Source: an optimization exercise on an open RTL-to-GDS flow (aim: small area, a short achievable clock period and few clock cycles per item). Production flows keep margins and buffers that such runs may drop.
At most, simulation tests tie the RTL to the original design; equivalence was not proved.

==> v30: inputs <==
## matmul_adder_tree_pipe
module matmul_adder_tree_pipe (
  input  logic         clk,
  input  logic         rst_n,
  input  logic         in_valid,
  output logic         in_ready,
  input  logic [431:0] prod,
  input  logic         in_last,
  input  logic         accum_en,
  output logic         out_valid,
  input  logic         out_ready,
  output logic [215:0] mult,
  output logic [8:0]   sat_flag,
  output logic [7:0]   beat_cnt
);
==> module matmul_adder_tree_pipe, before the edit <==
module matmul_adder_tree_pipe (
  input  logic         clk,
  input  logic         rst_n,
  input  logic         in_valid,
  output logic         in_ready,
  input  logic [431:0] prod,
  input  logic         in_last,
  input  logic         accum_en,
  output logic         out_valid,
  input  logic         out_ready,
  output logic [215:0] mult,
  output logic [8:0]   sat_flag,
  output logic [7:0]   beat_cnt
);
  localparam logic [24:0] c_k = 25'h17E8000;
  logic        r_out_valid;
  logic        r_fresh;
  logic [7:0]  r_cnt;
  logic [8:0]  r_sat;
  logic [23:0] r_acc [9];
  logic        w_accept;
  logic        w_close;
  logic [23:0] w_next [9];
  logic [8:0]  w_ovf;
  assign in_ready = ~r_out_valid | out_ready;
  assign w_accept = in_valid & in_ready;
  assign w_close  = in_last | ~accum_en;
  generate
    for (genvar i = 0; i < 3; i++) begin : g_row
      for (genvar j = 0; j < 3; j++) begin : g_col
        localparam int e = i*3 + j;
        logic [15:0] w_p0, w_p1, w_p2;
        logic [24:0] w_x, w_y, w_z;
        logic [24:0] w_s2, w_c2, w_s3, w_c3;
        logic [24:0] w_s;
        assign w_p0 = prod[((i*3+0)*3+j)*16 +: 16] ^ 16'h8000;
        assign w_p1 = prod[((i*3+1)*3+j)*16 +: 16] ^ 16'h8000;
        assign w_p2 = prod[((i*3+2)*3+j)*16 +: 16] ^ 16'h8000;
        assign w_x = {9'd0, w_p0 ^ w_p1 ^ w_p2};
        assign w_y = {8'd0, (w_p0 & w_p1) | (w_p0 & w_p2) | (w_p1 & w_p2), 1'b0};
        assign w_z = r_fresh ? 25'h0800000 : {1'b0, r_acc[e] ^ 24'h800000};
        assign w_s2 = w_x ^ w_y ^ w_z;
        assign w_c2 = {(w_x[23:0] & w_y[23:0]) | (w_x[23:0] & w_z[23:0]) | (w_y[23:0] & w_z[23:0]), 1'b0};
        assign w_s3 = w_s2 ^ w_c2 ^ c_k;
        assign w_c3 = {(w_s2[23:0] & w_c2[23:0]) | (w_s2[23:0] & c_k[23:0]) | (w_c2[23:0] & c_k[23:0]), 1'b0};
        assign w_s  = w_s3 + w_c3;
        assign w_ovf[e]  = w_s[24] ^ w_s[23];
        assign w_next[e] = w_ovf[e] ? {w_s[24], {23{~w_s[24]}}} : w_s[23:0];
      end
    end
  endgenerate
  always_ff @(posedge clk or negedge rst_n) begin
    if (!rst_n) begin
      r_out_valid <= 1'b0;
      r_fresh     <= 1'b1;
    end else begin
      r_out_valid <= (w_accept & w_close) | (r_out_valid & ~out_ready);
      if (w_accept) r_fresh <= w_close;
    end
  end
  always_ff @(posedge clk) begin
    if (w_accept) begin
      for (int e = 0; e < 9; e++) r_acc[e] <= w_next[e];
      r_sat <= r_fresh ? w_ovf : (r_sat | w_ovf);
      r_cnt <= r_fresh ? 8'd1 : (r_cnt + {7'd0, ~&r_cnt});
    end
  end
  assign out_valid = r_out_valid;
  for (genvar e = 0; e < 9; e++) begin : g_out
    assign mult[e*24 +: 24] = r_acc[e];
  end
  assign sat_flag = r_sat;
  assign beat_cnt = r_cnt;
endmodule
export LEC_CHECK = 0
export CAP_MARGIN = 20
export CORE_MARGIN = 2
export CORE_UTILIZATION = 65
export CTS_BUF_LIST = sky130_fd_sc_hd__clkbuf_2 sky130_fd_sc_hd__clkbuf_4 sky130_fd_sc_hd__clkbuf_8
export SLEW_MARGIN = 20
create_clock -name core_clock -period 4.5 [get_ports {clk}]
standard.sh (not shown) runs the stock make flow with config.mk's settings and CLKGATE_MAP_FILE= SYNTH_SCRIPT=/design/flow/synth_recipe.tcl, a recipe that flattens the netlist after the stock synthesis.
==> flow/flow/run.sh <==
#!/bin/bash
set -euo pipefail
export BUFFER_PORTS_ARGS="-buffer_cell sky130_fd_sc_hd__buf_1"
bash standard.sh > standard_flow.log 2>&1
==> v4: changes against v30 <==
==> flow/design.v (replaced) <==
`default_nettype none
module matmul_adder_tree_pipe (
  input  logic         clk,
  input  logic         rst_n,
  input  logic         in_valid,
  output logic         in_ready,
  input  logic [431:0] prod,
  input  logic         in_last,
  input  logic         accum_en,
  output logic         out_valid,
  input  logic         out_ready,
  output logic [215:0] mult,
  output logic [8:0]   sat_flag,
  output logic [7:0]   beat_cnt
);
  logic        w_en;
  logic        w_fire;
  logic        r_vld;
  logic        r_close;
  logic [17:0] r_tree [9];
  logic        r_out_valid;
  logic        r_fresh;
  logic [7:0]  r_cnt;
  logic [8:0]  r_sat;
  logic [23:0] r_acc [9];
  logic [23:0] w_next [9];
  logic [8:0]  w_ovf;
  assign w_en     = ~r_out_valid | out_ready;
  assign in_ready = w_en;
  assign w_fire   = w_en & r_vld;
  generate
    for (genvar i = 0; i < 3; i++) begin : g_row
      for (genvar j = 0; j < 3; j++) begin : g_col
        localparam int e = i*3 + j;
        logic signed [17:0] w_t;
        assign w_t = 18'($signed(prod[((i*3+0)*3+j)*16 +: 16]))
                   + 18'($signed(prod[((i*3+1)*3+j)*16 +: 16]))
                   + 18'($signed(prod[((i*3+2)*3+j)*16 +: 16]));
        always_ff @(posedge clk) begin
          if (w_en) r_tree[e] <= w_t;
        end
        logic [18:0] w_lo;
        logic [5:0]  w_hi, w_hi_inc, w_hi_dec, w_hi_next;
        logic        w_t_neg, w_up, w_dn, w_pos, w_neg;
        matmul_adder_tree_pipe_skl #(.N(19)) u_add_lo (
          .a({1'b0, r_acc[e][17:0]}), .b({1'b0, r_tree[e]}), .sum(w_lo));
        assign w_hi     = r_acc[e][23:18];
        for (genvar b = 0; b < 6; b++) begin : g_step
          if (b == 0) begin : g_lsb
            assign w_hi_inc[b] = ~w_hi[b];
            assign w_hi_dec[b] = ~w_hi[b];
          end else begin : g_bit
            assign w_hi_inc[b] = w_hi[b] ^ (&w_hi[b-1:0]);
            assign w_hi_dec[b] = w_hi[b] ^ ~(|w_hi[b-1:0]);
          end
        end
        assign w_t_neg  = r_tree[e][17];
        assign w_up     = w_lo[18] & ~w_t_neg;
        assign w_dn     = ~w_lo[18] & w_t_neg;
        assign w_pos    = w_up & (w_hi == 6'h1F);
        assign w_neg    = w_dn & (w_hi == 6'h20);
        assign w_hi_next = w_up ? w_hi_inc : (w_dn ? w_hi_dec : w_hi);
        assign w_ovf[e]  = ~r_fresh & (w_pos | w_neg);
        assign w_next[e] = r_fresh ? 24'($signed(r_tree[e])) :
                           w_pos ? 24'h7FFFFF : w_neg ? 24'h800000 :
                           {w_hi_next, w_lo[17:0]};
      end
    end
  endgenerate
  always_ff @(posedge clk) begin
    if (w_en) r_close <= in_last | ~accum_en;
  end
  always_ff @(posedge clk or negedge rst_n) begin
    if (!rst_n) begin
      r_vld       <= 1'b0;
      r_out_valid <= 1'b0;
      r_fresh     <= 1'b1;
    end else if (w_en) begin
      r_vld       <= in_valid;
      r_out_valid <= r_vld & r_close;
      if (r_vld) r_fresh <= r_close;
    end
  end
  always_ff @(posedge clk) begin
    if (w_fire) begin
      for (int e = 0; e < 9; e++) r_acc[e] <= w_next[e];
      r_sat <= r_fresh ? w_ovf : (r_sat | w_ovf);
      r_cnt <= r_fresh ? 8'd1 : (r_cnt + {7'd0, ~&r_cnt});
    end
  end
  assign out_valid = r_out_valid;
  for (genvar e = 0; e < 9; e++) begin : g_out
    assign mult[e*24 +: 24] = r_acc[e];
  end
  assign sat_flag = r_sat;
  assign beat_cnt = r_cnt;
endmodule
module matmul_adder_tree_pipe_skl #(
  parameter int N = 8
) (
  input  logic [N-1:0] a,
  input  logic [N-1:0] b,
  output logic [N-1:0] sum
);
  localparam int L = $clog2(N);
  logic [N-1:0] g [L+1];
  logic [N-1:0] p [L+1];
  assign g[0] = a & b;
  assign p[0] = a ^ b;
  for (genvar l = 0; l < L; l++) begin : g_lvl
    for (genvar i = 0; i < N; i++) begin : g_bit
      if ((i >> l) & 1) begin : g_op
        localparam int j = ((i >> l) << l) - 1;
        assign g[l+1][i] = g[l][i] | (p[l][i] & g[l][j]);
        assign p[l+1][i] = p[l][i] & p[l][j];
      end else begin : g_pass
        assign g[l+1][i] = g[l][i];
        assign p[l+1][i] = p[l][i];
      end
    end
  end
  assign sum = p[0] ^ {g[L][N-2:0], 1'b0};
endmodule
`default_nettype wire
ABC_AREA = 1   (was default)
CORE_UTILIZATION = 50   (was 65)
CTS_CLUSTER_DIAMETER = 60   (was default)
CTS_CLUSTER_SIZE = 14   (was default)
SETUP_SLACK_MARGIN = 1.9   (was default)
==> v17: changes against v30 <==
--- a/flow/design.v
+++ b/flow/design.v
@@ -14,5 +14,4 @@
   output logic [7:0]   beat_cnt
 );
-  localparam logic [24:0] c_k = 25'h17E8000;
   logic        r_out_valid;
   logic        r_fresh;
@@ -31,19 +30,12 @@
       for (genvar j = 0; j < 3; j++) begin : g_col
         localparam int e = i*3 + j;
-        logic [15:0] w_p0, w_p1, w_p2;
-        logic [24:0] w_x, w_y, w_z;
-        logic [24:0] w_s2, w_c2, w_s3, w_c3;
-        logic [24:0] w_s;
-        assign w_p0 = prod[((i*3+0)*3+j)*16 +: 16] ^ 16'h8000;
-        assign w_p1 = prod[((i*3+1)*3+j)*16 +: 16] ^ 16'h8000;
-        assign w_p2 = prod[((i*3+2)*3+j)*16 +: 16] ^ 16'h8000;
-        assign w_x = {9'd0, w_p0 ^ w_p1 ^ w_p2};
-        assign w_y = {8'd0, (w_p0 & w_p1) | (w_p0 & w_p2) | (w_p1 & w_p2), 1'b0};
-        assign w_z = r_fresh ? 25'h0800000 : {1'b0, r_acc[e] ^ 24'h800000};
-        assign w_s2 = w_x ^ w_y ^ w_z;
-        assign w_c2 = {(w_x[23:0] & w_y[23:0]) | (w_x[23:0] & w_z[23:0]) | (w_y[23:0] & w_z[23:0]), 1'b0};
-        assign w_s3 = w_s2 ^ w_c2 ^ c_k;
-        assign w_c3 = {(w_s2[23:0] & w_c2[23:0]) | (w_s2[23:0] & c_k[23:0]) | (w_c2[23:0] & c_k[23:0]), 1'b0};
-        assign w_s  = w_s3 + w_c3;
+        logic signed [24:0] w_t;
+        logic signed [24:0] w_base;
+        logic signed [24:0] w_s;
+        assign w_t = 25'($signed(prod[((i*3+0)*3+j)*16 +: 16]))
+                   + 25'($signed(prod[((i*3+1)*3+j)*16 +: 16]))
+                   + 25'($signed(prod[((i*3+2)*3+j)*16 +: 16]));
+        assign w_base = r_fresh ? 25'sd0 : 25'($signed(r_acc[e]));
+        assign w_s    = w_base + w_t;
         assign w_ovf[e]  = w_s[24] ^ w_s[23];
         assign w_next[e] = w_ovf[e] ? {w_s[24], {23{~w_s[24]}}} : w_s[23:0];
==> flow/run.sh (new file) <==
#!/bin/bash
# synth_recipe.tcl (not shown) runs the flow's synth.tcl, then flattens the netlist and writes it again
# the make line also repeats each setting of config.mk as NAME=value (left out here)
make -C /OpenROAD-flow-scripts/flow DESIGN_CONFIG=/design/flow/config.mk WORK_HOME=/design/flow/orfs CLKGATE_MAP_FILE= SYNTH_SCRIPT=/design/flow/synth_recipe.tcl finish
CORE_UTILIZATION = 40   (was 65)
CTS_BUF_LIST = default   (was sky130_fd_sc_hd__clkbuf_2 sky130_fd_sc_hd__clkbuf_4 sky130_fd_sc_hd__clkbuf_8)
removed: flow/flow/run.sh
removed: flow/standard.sh
==> results by group <==
Placed design
  • Placed insts: between 4k and 5k

Synthesis
  • Largest cells by area after synthesis: edfxtp_1 25%, fa_1 21%, ha_1 17%, a21oi_1 4.8%, inv_1 4.2%

Global routing
  • Gr usage total: a little over half
  • Met2 Usage GRT: 81.3%

Status
  • Stop err: [ERROR GRT-0232] Routing congestion too high. Check the congestion heatmap in the GUI.
  • Status: aborted with a tool error
  • Stopping stage: global routing (5_1_grt)
The numbers above come from v30.

==> results by group <==
Status
  • Status: complete, no violations

Synthesis
  • Largest cells by area after synthesis: edfxtp_1 35%, fa_1 12%, ha_1 11%, nand2_1 7.9%, inv_1 6.0%

Final layout
  • Final cell count without fillers: 5475

Worst setup path
  • Worst Setup End Kind: output port
  • Worst Path Buf+Inv: 3

Global routing
  • Met2 Usage GRT: between 40% and 50%
  • Gr usage total: a little over a quarter

Placed design
  • Placed insts: 5266
The numbers above come from v4.

==> results by group <==
Global routing
  • Gr usage total: about 25%
  • Met2 Usage GRT: a little over two fifths

Timing
  • Final WS setup: -0.0221 ns
  • Number of setup violations in the final report: 10

Status
  • Failed Checks: negative setup slack
  • Status: finished with violations

Placed design
  • Placed insts: 5389
The numbers above come from v17.

Testbench counts of v17, summed over its fixed seeds: cycles 16,008, items 16,000.
For v30 and v4, only the layout was checked, not whether the RTL still works.

port drivers added, routing unchanged:
The results above use ideal ports. As a check the final layouts listed here were re-extracted and re-timed, cells and wires unchanged. Step 1: set_driving_cell puts a clkbuf_16 on clk and a buf_2 on each other input, an assumption about the parent block. Step 2 times the ports against the registers' clock, not the clock port: input delays grow and output delays shrink by t, the midpoint of the rising clock arrivals with the driver on. a / b / c = ideal / step 1 / step 2; a / b = the first two.
run	shift t [ns]	slack for setup (ns)	worst hold slack (ns)
v4	0.715	1.847 / 1.785 / 1.192	0.069 / 0.032 / 0.481
v17	0.605	-0.022 / -0.008 / -0.612	0.512 / 0.478 / 0.547
The setup slack of v4, which loses most, moves by -0.062 ns with the drivers and by -0.655 ns with both steps.
